Background: an optimization exercise with open tools, aiming at small area. Do not read the settings as production practice.
Only simulation tests tie the RTL to the original design; equivalence was not proved. The flow treats the clock pin as an ideal source, which a real chip does not have.

==> inputs of job 8107 <==
## fast_detector
module fast_detector #(
    parameter int IMG_WIDTH  = 32,
    parameter int IMG_HEIGHT = 24,
    parameter int EDGE       = 4,
    parameter int THRESHOLD  = 20
) (
    input  logic   i_clk,
    input  logic   i_rst_n,
    input  logic   i_valid,
    input  logic   i_start,
    input  logic [7:0]  i_pixel,
    output logic   o_ready,
    output logic   o_start,
    output logic   o_end,
    output logic   o_point_valid,
    output logic [28:0] o_point
);
clock: 20.0 ns
lec_check: 0
cap_margin: 20
core_margin: 2
core_utilization: 65
cts_buf_list: sky130_fd_sc_hd__clkbuf_16
cts_cluster_diameter: 80
cts_cluster_size: 25
place_density: 0.85
slew_margin: 20
standard.sh (not shown) runs the stock make flow with config.mk's settings and CLKGATE_MAP_FILE= SYNTH_SCRIPT=/design/flow/synth_recipe.tcl, a recipe that flattens the netlist after the stock synthesis.
==> flow/flow/run.sh <==
#!/bin/bash
# Own flow: the standard layout (standard.sh, all ORFS steps and settings
# unchanged) with changes to the synthesis's mapping only:
#  - Yosys's synth runs with -noabc, so the explicit full adder equations of
#    the RTL reach extract_fa as written (no pre-mapping abc -fast pass that
#    inverts them);
#  - extract_fa extracts full adders only, leaving half adders to abc;
set -euo pipefail
W=$PWD
F=$W/flow
sed -e 's/extract_fa {\*}\[dont_use_extract_fa_args\]/extract_fa -fa/' \
    -e "s#  log_cmd abc {\*}\$abc_args#  log_cmd abc {*}[lreplace \$abc_args 1 1 $F/abc_area_relaxed.script]#" \
    "$FLOW_HOME/scripts/synth.tcl" > "$W/own_synth_core.tcl"
grep -q 'extract_fa -fa' "$W/own_synth_core.tcl"
grep -q 'abc_area_relaxed.script' "$W/own_synth_core.tcl"
{
    echo 'proc synth {args} { yosys synth -nofsm -noshare -noabc {*}$args }'
    echo "source $W/own_synth_core.tcl"
    tail -n +3 "$W/synth_recipe.tcl"
} > "$W/own_synth.tcl"
sed "s#SYNTH_SCRIPT=[^ ]*#SYNTH_SCRIPT=$W/own_synth.tcl#" "$W/standard.sh" > "$W/own_standard.sh"
grep -q "SYNTH_SCRIPT=$W/own_synth.tcl" "$W/own_standard.sh"
export CTS_ARGS="-sink_clustering_enable -repair_clock_nets -sink_clustering_size 25 -sink_clustering_max_diameter 80 -buf_list sky130_fd_sc_hd__clkbuf_16 -dont_use_dummy_load"
export BUFFER_PORTS_ARGS="-buffer_cell sky130_fd_sc_hd__buf_1"
bash "$W/own_standard.sh" finish > "$W/own_flow_make.log" 2>&1
==> flow/flow/abc_area_relaxed.script <==
&get -n
&st
&dch
&nf
&st
&syn2
&if -g -K 6
&synch2
&nf
&st
&deepsyn -T 60
&dch -f
&nf -p -R 1000
&put
topo
stime -c
==> job 1169 (differences from job 8107) <==
--- a/flow/design.v
+++ b/flow/design.v
@@ -1723,14 +1723,14 @@
     assign s13 = i_circle.ring[0][6] ^ kb[6] ^ c12;
     assign c14 = (i_circle.ring[0][6] & kb[6]) | (i_circle.ring[0][6] & c12) | (kb[6] & c12);
     assign s15 = i_circle.ring[0][7] ^ kb[7] ^ c14;
     assign c16 = (i_circle.ring[0][7] & kb[7]) | (i_circle.ring[0][7] & c14) | (kb[7] & c14);
     assign s17 = 1'b0 ^ kb[8] ^ c16;
     assign c18 = (1'b0 & kb[8]) | (1'b0 & c16) | (kb[8] & c16);
-    assign s19 = 1'b0 ^ 1'b1 ^ c18;
-    assign c20 = (1'b0 & 1'b1) | (1'b0 & c18) | (1'b1 & c18);
+    assign s19 = 1'b0 ^ kb[9] ^ c18;
+    assign c20 = (1'b0 & kb[9]) | (1'b0 & c18) | (kb[9] & c18);
     assign z21 = |{s1,s3,s5,s7,s9,s11,s13,s15};
     assign b22 = ~s19 & z21;
     assign nd23 = ~s1;
     assign nd24 = ~s3;
     assign nd25 = ~s5;
     assign nd26 = ~s7;
@@ -1794,14 +1794,14 @@
     assign s82 = i_circle.ring[1][6] ^ kb[6] ^ c81;
     assign c83 = (i_circle.ring[1][6] & kb[6]) | (i_circle.ring[1][6] & c81) | (kb[6] & c81);
     assign s84 = i_circle.ring[1][7] ^ kb[7] ^ c83;
     assign c85 = (i_circle.ring[1][7] & kb[7]) | (i_circle.ring[1][7] & c83) | (kb[7] & c83);
     assign s86 = 1'b0 ^ kb[8] ^ c85;
     assign c87 = (1'b0 & kb[8]) | (1'b0 & c85) | (kb[8] & c85);
-    assign s88 = 1'b0 ^ 1'b1 ^ c87;
-    assign c89 = (1'b0 & 1'b1) | (1'b0 & c87) | (1'b1 & c87);
+    assign s88 = 1'b0 ^ kb[9] ^ c87;
+    assign c89 = (1'b0 & kb[9]) | (1'b0 & c87) | (kb[9] & c87);
     assign z90 = |{s70,s72,s74,s76,s78,s80,s82,s84};
     assign b91 = ~s88 & z90;
     assign nd92 = ~s70;
     assign nd93 = ~s72;
     assign nd94 = ~s74;
     assign nd95 = ~s76;
@@ -1865,14 +1865,14 @@
     assign s151 = i_circle.ring[2][6] ^ kb[6] ^ c150;
     assign c152 = (i_circle.ring[2][6] & kb[6]) | (i_circle.ring[2][6] & c150) | (kb[6] & c150);
     assign s153 = i_circle.ring[2][7] ^ kb[7] ^ c152;
     assign c154 = (i_circle.ring[2][7] & kb[7]) | (i_circle.ring[2][7] & c152) | (kb[7] & c152);
     assign s155 = 1'b0 ^ kb[8] ^ c154;
     assign c156 = (1'b0 & kb[8]) | (1'b0 & c154) | (kb[8] & c154);
-    assign s157 = 1'b0 ^ 1'b1 ^ c156;
-    assign c158 = (1'b0 & 1'b1) | (1'b0 & c156) | (1'b1 & c156);
+    assign s157 = 1'b0 ^ kb[9] ^ c156;
+    assign c158 = (1'b0 & kb[9]) | (1'b0 & c156) | (kb[9] & c156);
     assign z159 = |{s139,s141,s143,s145,s147,s149,s151,s153};
     assign b160 = ~s157 & z159;
     assign nd161 = ~s139;
     assign nd162 = ~s141;
     assign nd163 = ~s143;
     assign nd164 = ~s145;
@@ -1936,14 +1936,14 @@
     assign s220 = i_circle.ring[3][6] ^ kb[6] ^ c219;
     assign c221 = (i_circle.ring[3][6] & kb[6]) | (i_circle.ring[3][6] & c219) | (kb[6] & c219);
     assign s222 = i_circle.ring[3][7] ^ kb[7] ^ c221;
     assign c223 = (i_circle.ring[3][7] & kb[7]) | (i_circle.ring[3][7] & c221) | (kb[7] & c221);
     assign s224 = 1'b0 ^ kb[8] ^ c223;
     assign c225 = (1'b0 & kb[8]) | (1'b0 & c223) | (kb[8] & c223);
-    assign s226 = 1'b0 ^ 1'b1 ^ c225;
-    assign c227 = (1'b0 & 1'b1) | (1'b0 & c225) | (1'b1 & c225);
+    assign s226 = 1'b0 ^ kb[9] ^ c225;
+    assign c227 = (1'b0 & kb[9]) | (1'b0 & c225) | (kb[9] & c225);
     assign z228 = |{s208,s210,s212,s214,s216,s218,s220,s222};
     assign b229 = ~s226 & z228;
     assign nd230 = ~s208;
     assign nd231 = ~s210;
     assign nd232 = ~s212;
     assign nd233 = ~s214;
@@ -2007,14 +2007,14 @@
     assign s289 = i_circle.ring[4][6] ^ kb[6] ^ c288;
     assign c290 = (i_circle.ring[4][6] & kb[6]) | (i_circle.ring[4][6] & c288) | (kb[6] & c288);
     assign s291 = i_circle.ring[4][7] ^ kb[7] ^ c290;
     assign c292 = (i_circle.ring[4][7] & kb[7]) | (i_circle.ring[4][7] & c290) | (kb[7] & c290);
     assign s293 = 1'b0 ^ kb[8] ^ c292;
     assign c294 = (1'b0 & kb[8]) | (1'b0 & c292) | (kb[8] & c292);
-    assign s295 = 1'b0 ^ 1'b1 ^ c294;
-    assign c296 = (1'b0 & 1'b1) | (1'b0 & c294) | (1'b1 & c294);
+    assign s295 = 1'b0 ^ kb[9] ^ c294;
+    assign c296 = (1'b0 & kb[9]) | (1'b0 & c294) | (kb[9] & c294);
     assign z297 = |{s277,s279,s281,s283,s285,s287,s289,s291};
     assign b298 = ~s295 & z297;
     assign nd299 = ~s277;
     assign nd300 = ~s279;
     assign nd301 = ~s281;
     assign nd302 = ~s283;
@@ -2078,14 +2078,14 @@
     assign s358 = i_circle.ring[5][6] ^ kb[6] ^ c357;
     assign c359 = (i_circle.ring[5][6] & kb[6]) | (i_circle.ring[5][6] & c357) | (kb[6] & c357);
     assign s360 = i_circle.ring[5][7] ^ kb[7] ^ c359;
     assign c361 = (i_circle.ring[5][7] & kb[7]) | (i_circle.ring[5][7] & c359) | (kb[7] & c359);
     assign s362 = 1'b0 ^ kb[8] ^ c361;
     assign c363 = (1'b0 & kb[8]) | (1'b0 & c361) | (kb[8] & c361);
-    assign s364 = 1'b0 ^ 1'b1 ^ c363;
-    assign c365 = (1'b0 & 1'b1) | (1'b0 & c363) | (1'b1 & c363);
+    assign s364 = 1'b0 ^ kb[9] ^ c363;
+    assign c365 = (1'b0 & kb[9]) | (1'b0 & c363) | (kb[9] & c363);
     assign z366 = |{s346,s348,s350,s352,s354,s356,s358,s360};
     assign b367 = ~s364 & z366;
     assign nd368 = ~s346;
     assign nd369 = ~s348;
     assign nd370 = ~s350;
     assign nd371 = ~s352;
@@ -2149,14 +2149,14 @@
     assign s427 = i_circle.ring[6][6] ^ kb[6] ^ c426;
     assign c428 = (i_circle.ring[6][6] & kb[6]) | (i_circle.ring[6][6] & c426) | (kb[6] & c426);
     assign s429 = i_circle.ring[6][7] ^ kb[7] ^ c428;
     assign c430 = (i_circle.ring[6][7] & kb[7]) | (i_circle.ring[6][7] & c428) | (kb[7] & c428);
     assign s431 = 1'b0 ^ kb[8] ^ c430;
     assign c432 = (1'b0 & kb[8]) | (1'b0 & c430) | (kb[8] & c430);
-    assign s433 = 1'b0 ^ 1'b1 ^ c432;
-    assign c434 = (1'b0 & 1'b1) | (1'b0 & c432) | (1'b1 & c432);
+    assign s433 = 1'b0 ^ kb[9] ^ c432;
+    assign c434 = (1'b0 & kb[9]) | (1'b0 & c432) | (kb[9] & c432);
     assign z435 = |{s415,s417,s419,s421,s423,s425,s427,s429};
     assign b436 = ~s433 & z435;
     assign nd437 = ~s415;
     assign nd438 = ~s417;
     assign nd439 = ~s419;
     assign nd440 = ~s421;
@@ -2220,14 +2220,14 @@
     assign s496 = i_circle.ring[7][6] ^ kb[6] ^ c495;
     assign c497 = (i_circle.ring[7][6] & kb[6]) | (i_circle.ring[7][6] & c495) | (kb[6] & c495);
     assign s498 = i_circle.ring[7][7] ^ kb[7] ^ c497;
     assign c499 = (i_circle.ring[7][7] & kb[7]) | (i_circle.ring[7][7] & c497) | (kb[7] & c497);
     assign s500 = 1'b0 ^ kb[8] ^ c499;
     assign c501 = (1'b0 & kb[8]) | (1'b0 & c499) | (kb[8] & c499);
-    assign s502 = 1'b0 ^ 1'b1 ^ c501;
-    assign c503 = (1'b0 & 1'b1) | (1'b0 & c501) | (1'b1 & c501);
+    assign s502 = 1'b0 ^ kb[9] ^ c501;
+    assign c503 = (1'b0 & kb[9]) | (1'b0 & c501) | (kb[9] & c501);
     assign z504 = |{s484,s486,s488,s490,s492,s494,s496,s498};
     assign b505 = ~s502 & z504;
     assign nd506 = ~s484;
     assign nd507 = ~s486;
     assign nd508 = ~s488;
     assign nd509 = ~s490;
@@ -2291,14 +2291,14 @@
     assign s565 = i_circle.ring[8][6] ^ kb[6] ^ c564;
     assign c566 = (i_circle.ring[8][6] & kb[6]) | (i_circle.ring[8][6] & c564) | (kb[6] & c564);
     assign s567 = i_circle.ring[8][7] ^ kb[7] ^ c566;
     assign c568 = (i_circle.ring[8][7] & kb[7]) | (i_circle.ring[8][7] & c566) | (kb[7] & c566);
     assign s569 = 1'b0 ^ kb[8] ^ c568;
     assign c570 = (1'b0 & kb[8]) | (1'b0 & c568) | (kb[8] & c568);
-    assign s571 = 1'b0 ^ 1'b1 ^ c570;
-    assign c572 = (1'b0 & 1'b1) | (1'b0 & c570) | (1'b1 & c570);
+    assign s571 = 1'b0 ^ kb[9] ^ c570;
+    assign c572 = (1'b0 & kb[9]) | (1'b0 & c570) | (kb[9] & c570);
     assign z573 = |{s553,s555,s557,s559,s561,s563,s565,s567};
     assign b574 = ~s571 & z573;
     assign nd575 = ~s553;
     assign nd576 = ~s555;
     assign nd577 = ~s557;
     assign nd578 = ~s559;
@@ -2362,14 +2362,14 @@
     assign s634 = i_circle.ring[9][6] ^ kb[6] ^ c633;
     assign c635 = (i_circle.ring[9][6] & kb[6]) | (i_circle.ring[9][6] & c633) | (kb[6] & c633);
     assign s636 = i_circle.ring[9][7] ^ kb[7] ^ c635;
     assign c637 = (i_circle.ring[9][7] & kb[7]) | (i_circle.ring[9][7] & c635) | (kb[7] & c635);
     assign s638 = 1'b0 ^ kb[8] ^ c637;
     assign c639 = (1'b0 & kb[8]) | (1'b0 & c637) | (kb[8] & c637);
-    assign s640 = 1'b0 ^ 1'b1 ^ c639;
-    assign c641 = (1'b0 & 1'b1) | (1'b0 & c639) | (1'b1 & c639);
+    assign s640 = 1'b0 ^ kb[9] ^ c639;
+    assign c641 = (1'b0 & kb[9]) | (1'b0 & c639) | (kb[9] & c639);
     assign z642 = |{s622,s624,s626,s628,s630,s632,s634,s636};
     assign b643 = ~s640 & z642;
     assign nd644 = ~s622;
     assign nd645 = ~s624;
     assign nd646 = ~s626;
     assign nd647 = ~s628;
@@ -2433,14 +2433,14 @@
     assign s703 = i_circle.ring[10][6] ^ kb[6] ^ c702;
     assign c704 = (i_circle.ring[10][6] & kb[6]) | (i_circle.ring[10][6] & c702) | (kb[6] & c702);
     assign s705 = i_circle.ring[10][7] ^ kb[7] ^ c704;
     assign c706 = (i_circle.ring[10][7] & kb[7]) | (i_circle.ring[10][7] & c704) | (kb[7] & c704);
     assign s707 = 1'b0 ^ kb[8] ^ c706;
     assign c708 = (1'b0 & kb[8]) | (1'b0 & c706) | (kb[8] & c706);
-    assign s709 = 1'b0 ^ 1'b1 ^ c708;
-    assign c710 = (1'b0 & 1'b1) | (1'b0 & c708) | (1'b1 & c708);
+    assign s709 = 1'b0 ^ kb[9] ^ c708;
+    assign c710 = (1'b0 & kb[9]) | (1'b0 & c708) | (kb[9] & c708);
     assign z711 = |{s691,s693,s695,s697,s699,s701,s703,s705};
     assign b712 = ~s709 & z711;
     assign nd713 = ~s691;
     assign nd714 = ~s693;
     assign nd715 = ~s695;
     assign nd716 = ~s697;
@@ -2504,14 +2504,14 @@
     assign s772 = i_circle.ring[11][6] ^ kb[6] ^ c771;
     assign c773 = (i_circle.ring[11][6] & kb[6]) | (i_circle.ring[11][6] & c771) | (kb[6] & c771);
     assign s774 = i_circle.ring[11][7] ^ kb[7] ^ c773;
     assign c775 = (i_circle.ring[11][7] & kb[7]) | (i_circle.ring[11][7] & c773) | (kb[7] & c773);
     assign s776 = 1'b0 ^ kb[8] ^ c775;
     assign c777 = (1'b0 & kb[8]) | (1'b0 & c775) | (kb[8] & c775);
-    assign s778 = 1'b0 ^ 1'b1 ^ c777;
-    assign c779 = (1'b0 & 1'b1) | (1'b0 & c777) | (1'b1 & c777);
+    assign s778 = 1'b0 ^ kb[9] ^ c777;
+    assign c779 = (1'b0 & kb[9]) | (1'b0 & c777) | (kb[9] & c777);
     assign z780 = |{s760,s762,s764,s766,s768,s770,s772,s774};
     assign b781 = ~s778 & z780;
     assign nd782 = ~s760;
     assign nd783 = ~s762;
     assign nd784 = ~s764;
     assign nd785 = ~s766;
@@ -2575,14 +2575,14 @@
     assign s841 = i_circle.ring[12][6] ^ kb[6] ^ c840;
     assign c842 = (i_circle.ring[12][6] & kb[6]) | (i_circle.ring[12][6] & c840) | (kb[6] & c840);
     assign s843 = i_circle.ring[12][7] ^ kb[7] ^ c842;
     assign c844 = (i_circle.ring[12][7] & kb[7]) | (i_circle.ring[12][7] & c842) | (kb[7] & c842);
     assign s845 = 1'b0 ^ kb[8] ^ c844;
     assign c846 = (1'b0 & kb[8]) | (1'b0 & c844) | (kb[8] & c844);
-    assign s847 = 1'b0 ^ 1'b1 ^ c846;
-    assign c848 = (1'b0 & 1'b1) | (1'b0 & c846) | (1'b1 & c846);
+    assign s847 = 1'b0 ^ kb[9] ^ c846;
+    assign c848 = (1'b0 & kb[9]) | (1'b0 & c846) | (kb[9] & c846);
     assign z849 = |{s829,s831,s833,s835,s837,s839,s841,s843};
     assign b850 = ~s847 & z849;
     assign nd851 = ~s829;
     assign nd852 = ~s831;
     assign nd853 = ~s833;
     assign nd854 = ~s835;
@@ -2646,14 +2646,14 @@
     assign s910 = i_circle.ring[13][6] ^ kb[6] ^ c909;
     assign c911 = (i_circle.ring[13][6] & kb[6]) | (i_circle.ring[13][6] & c909) | (kb[6] & c909);
     assign s912 = i_circle.ring[13][7] ^ kb[7] ^ c911;
     assign c913 = (i_circle.ring[13][7] & kb[7]) | (i_circle.ring[13][7] & c911) | (kb[7] & c911);
     assign s914 = 1'b0 ^ kb[8] ^ c913;
     assign c915 = (1'b0 & kb[8]) | (1'b0 & c913) | (kb[8] & c913);
-    assign s916 = 1'b0 ^ 1'b1 ^ c915;
-    assign c917 = (1'b0 & 1'b1) | (1'b0 & c915) | (1'b1 & c915);
+    assign s916 = 1'b0 ^ kb[9] ^ c915;
+    assign c917 = (1'b0 & kb[9]) | (1'b0 & c915) | (kb[9] & c915);
     assign z918 = |{s898,s900,s902,s904,s906,s908,s910,s912};
     assign b919 = ~s916 & z918;
     assign nd920 = ~s898;
     assign nd921 = ~s900;
     assign nd922 = ~s902;
     assign nd923 = ~s904;
@@ -2717,14 +2717,14 @@
     assign s979 = i_circle.ring[14][6] ^ kb[6] ^ c978;
     assign c980 = (i_circle.ring[14][6] & kb[6]) | (i_circle.ring[14][6] & c978) | (kb[6] & c978);
     assign s981 = i_circle.ring[14][7] ^ kb[7] ^ c980;
     assign c982 = (i_circle.ring[14][7] & kb[7]) | (i_circle.ring[14][7] & c980) | (kb[7] & c980);
     assign s983 = 1'b0 ^ kb[8] ^ c982;
     assign c984 = (1'b0 & kb[8]) | (1'b0 & c982) | (kb[8] & c982);
-    assign s985 = 1'b0 ^ 1'b1 ^ c984;
-    assign c986 = (1'b0 & 1'b1) | (1'b0 & c984) | (1'b1 & c984);
+    assign s985 = 1'b0 ^ kb[9] ^ c984;
+    assign c986 = (1'b0 & kb[9]) | (1'b0 & c984) | (kb[9] & c984);
     assign z987 = |{s967,s969,s971,s973,s975,s977,s979,s981};
     assign b988 = ~s985 & z987;
     assign nd989 = ~s967;
     assign nd990 = ~s969;
     assign nd991 = ~s971;
     assign nd992 = ~s973;
@@ -2788,14 +2788,14 @@
     assign s1048 = i_circle.ring[15][6] ^ kb[6] ^ c1047;
     assign c1049 = (i_circle.ring[15][6] & kb[6]) | (i_circle.ring[15][6] & c1047) | (kb[6] & c1047);
     assign s1050 = i_circle.ring[15][7] ^ kb[7] ^ c1049;
     assign c1051 = (i_circle.ring[15][7] & kb[7]) | (i_circle.ring[15][7] & c1049) | (kb[7] & c1049);
     assign s1052 = 1'b0 ^ kb[8] ^ c1051;
     assign c1053 = (1'b0 & kb[8]) | (1'b0 & c1051) | (kb[8] & c1051);
-    assign s1054 = 1'b0 ^ 1'b1 ^ c1053;
-    assign c1055 = (1'b0 & 1'b1) | (1'b0 & c1053) | (1'b1 & c1053);
+    assign s1054 = 1'b0 ^ kb[9] ^ c1053;
+    assign c1055 = (1'b0 & kb[9]) | (1'b0 & c1053) | (kb[9] & c1053);
     assign z1056 = |{s1036,s1038,s1040,s1042,s1044,s1046,s1048,s1050};
     assign b1057 = ~s1054 & z1056;
     assign nd1058 = ~s1036;
     assign nd1059 = ~s1038;
     assign nd1060 = ~s1040;
     assign nd1061 = ~s1042;
==> flow/flow/abc_area_relaxed.script (replaced) <==
&get -n
&st
&dch
&nf
&st
&syn2
&if -g -K 6
&synch2
&nf
&st
&syn2
&if -g -K 6
&synch2
&nf
&st
&dch -f
&nf -a
&st
&dch -f
&nf -p -R 100
&put
topo
stime -c
- PLACE_DENSITY: 0.85 -> 0.75
==> job 9527 (differences from job 8107) <==
--- a/flow/flow/run.sh
+++ b/flow/flow/run.sh
@@ -17,9 +17,9 @@
     echo 'proc synth {args} { yosys synth -nofsm -noshare -noabc {*}$args }'
     echo "source $W/own_synth_core.tcl"
     tail -n +3 "$W/synth_recipe.tcl"
 } > "$W/own_synth.tcl"
 sed "s#SYNTH_SCRIPT=[^ ]*#SYNTH_SCRIPT=$W/own_synth.tcl#" "$W/standard.sh" > "$W/own_standard.sh"
 grep -q "SYNTH_SCRIPT=$W/own_synth.tcl" "$W/own_standard.sh"
-export CTS_ARGS="-sink_clustering_enable -repair_clock_nets -sink_clustering_size 25 -sink_clustering_max_diameter 80 -buf_list sky130_fd_sc_hd__clkbuf_16 -dont_use_dummy_load"
+export CTS_ARGS="-sink_clustering_enable -repair_clock_nets -sink_clustering_size 32 -sink_clustering_max_diameter 85 -buf_list sky130_fd_sc_hd__clkbuf_16 -dont_use_dummy_load"
 export BUFFER_PORTS_ARGS="-buffer_cell sky130_fd_sc_hd__buf_1"
 bash "$W/own_standard.sh" finish > "$W/own_flow_make.log" 2>&1
- CTS_BUF_LIST: sky130_fd_sc_hd__clkbuf_16 -> default
- CTS_CLUSTER_DIAMETER: 80 -> default
- CTS_CLUSTER_SIZE: 25 -> default
- PLACE_DENSITY: 0.85 -> 0.95
==> notes <==
The lowest clock-buffer cell count belongs to job 9527, the highest to job 8107. Non-clock buffer count: job 8107 > job 1169 > job 9527. The highest via count belongs to job 1169, the lowest to job 9527. Critical path depth is the same in job 9527 and job 8107. Register-to-register slack: job 9527 is higher than job 8107 (0.35 ns). In job 8107 the hold slack is higher than in job 1169, by 0.011 ns. The lowest first-iteration DRC count belongs to job 8107, the highest to job 1169.
==> figures <==
| quantity | job 9527 | job 8107 | job 1169 |
|---|---|---|---|
| Overall die width | 296 um | 296 um | 298 um |
| Setup slack after placement | 7.74 ns | 7.34 ns | 6.87 ns |
| Outcome | no timing/DRC/antenna violations | no timing/DRC/antenna violations | no timing/DRC/antenna violations |
| Multiplexer fraction of the synthesized cell area | 0% | 0% | 0.0760% |
| Cells on worst reg2reg path | 27 | 27 | 38 |
| Antenna cells | 0 | 6 | 0 |
| Seq area share | 75.4% | 74.7% | 74.3% |
| Vias/cell | 6.29 | 6.25 | 6.34 |
| Combined area of the multi-input logic cells | 0.0112 mm2 | 0.0113 mm2 | 0.0115 mm2 |
| Transition time at the pin with the least slew margin | 1.09 ns | 1.07 ns | 1.12 ns |
| Top-area cell type share of the netlist area | 79.1% | 79.1% | 78.5% |
| Period utilization | 63.3% | 65.1% | 65.1% |
| Fmax | 0.0790 GHz | 0.0768 GHz | 0.0768 GHz |

[port drivers added, routing unchanged]
In the flow no input, the clock included, has a driving cell. The finished layouts below were timed again as built, in two steps.
Step 1 (the two cells are an assumption about what drives the block):
set clk [get_ports {i_clk}]
set_driving_cell -lib_cell sky130_fd_sc_hd__clkbuf_16 $clk
set_driving_cell -lib_cell sky130_fd_sc_hd__buf_2 [delete_from_list [all_inputs] $clk]
Step 2 moves the port delays by t, midway between the first and last clock arrival at a register: inputs arrive t later, outputs are due t later. That takes back most of the time a late clock gives input paths.
a / b / c = ideal ports / drivers / drivers and shift; a / b = the first two.
| run | t (ns) | setup WS [ns] | cell pins on the clock port's net |
|---|---|---|---|
| job 8107 | 0.685 | 6.985 / 6.985 / 6.985 | 1 |
| job 1169 | 0.697 | 6.984 / 6.984 / 6.984 | 1 |
| job 9527 | 0.695 | 7.339 / 7.339 / 7.339 | 1 |
After both steps every run listed still meets setup and hold.
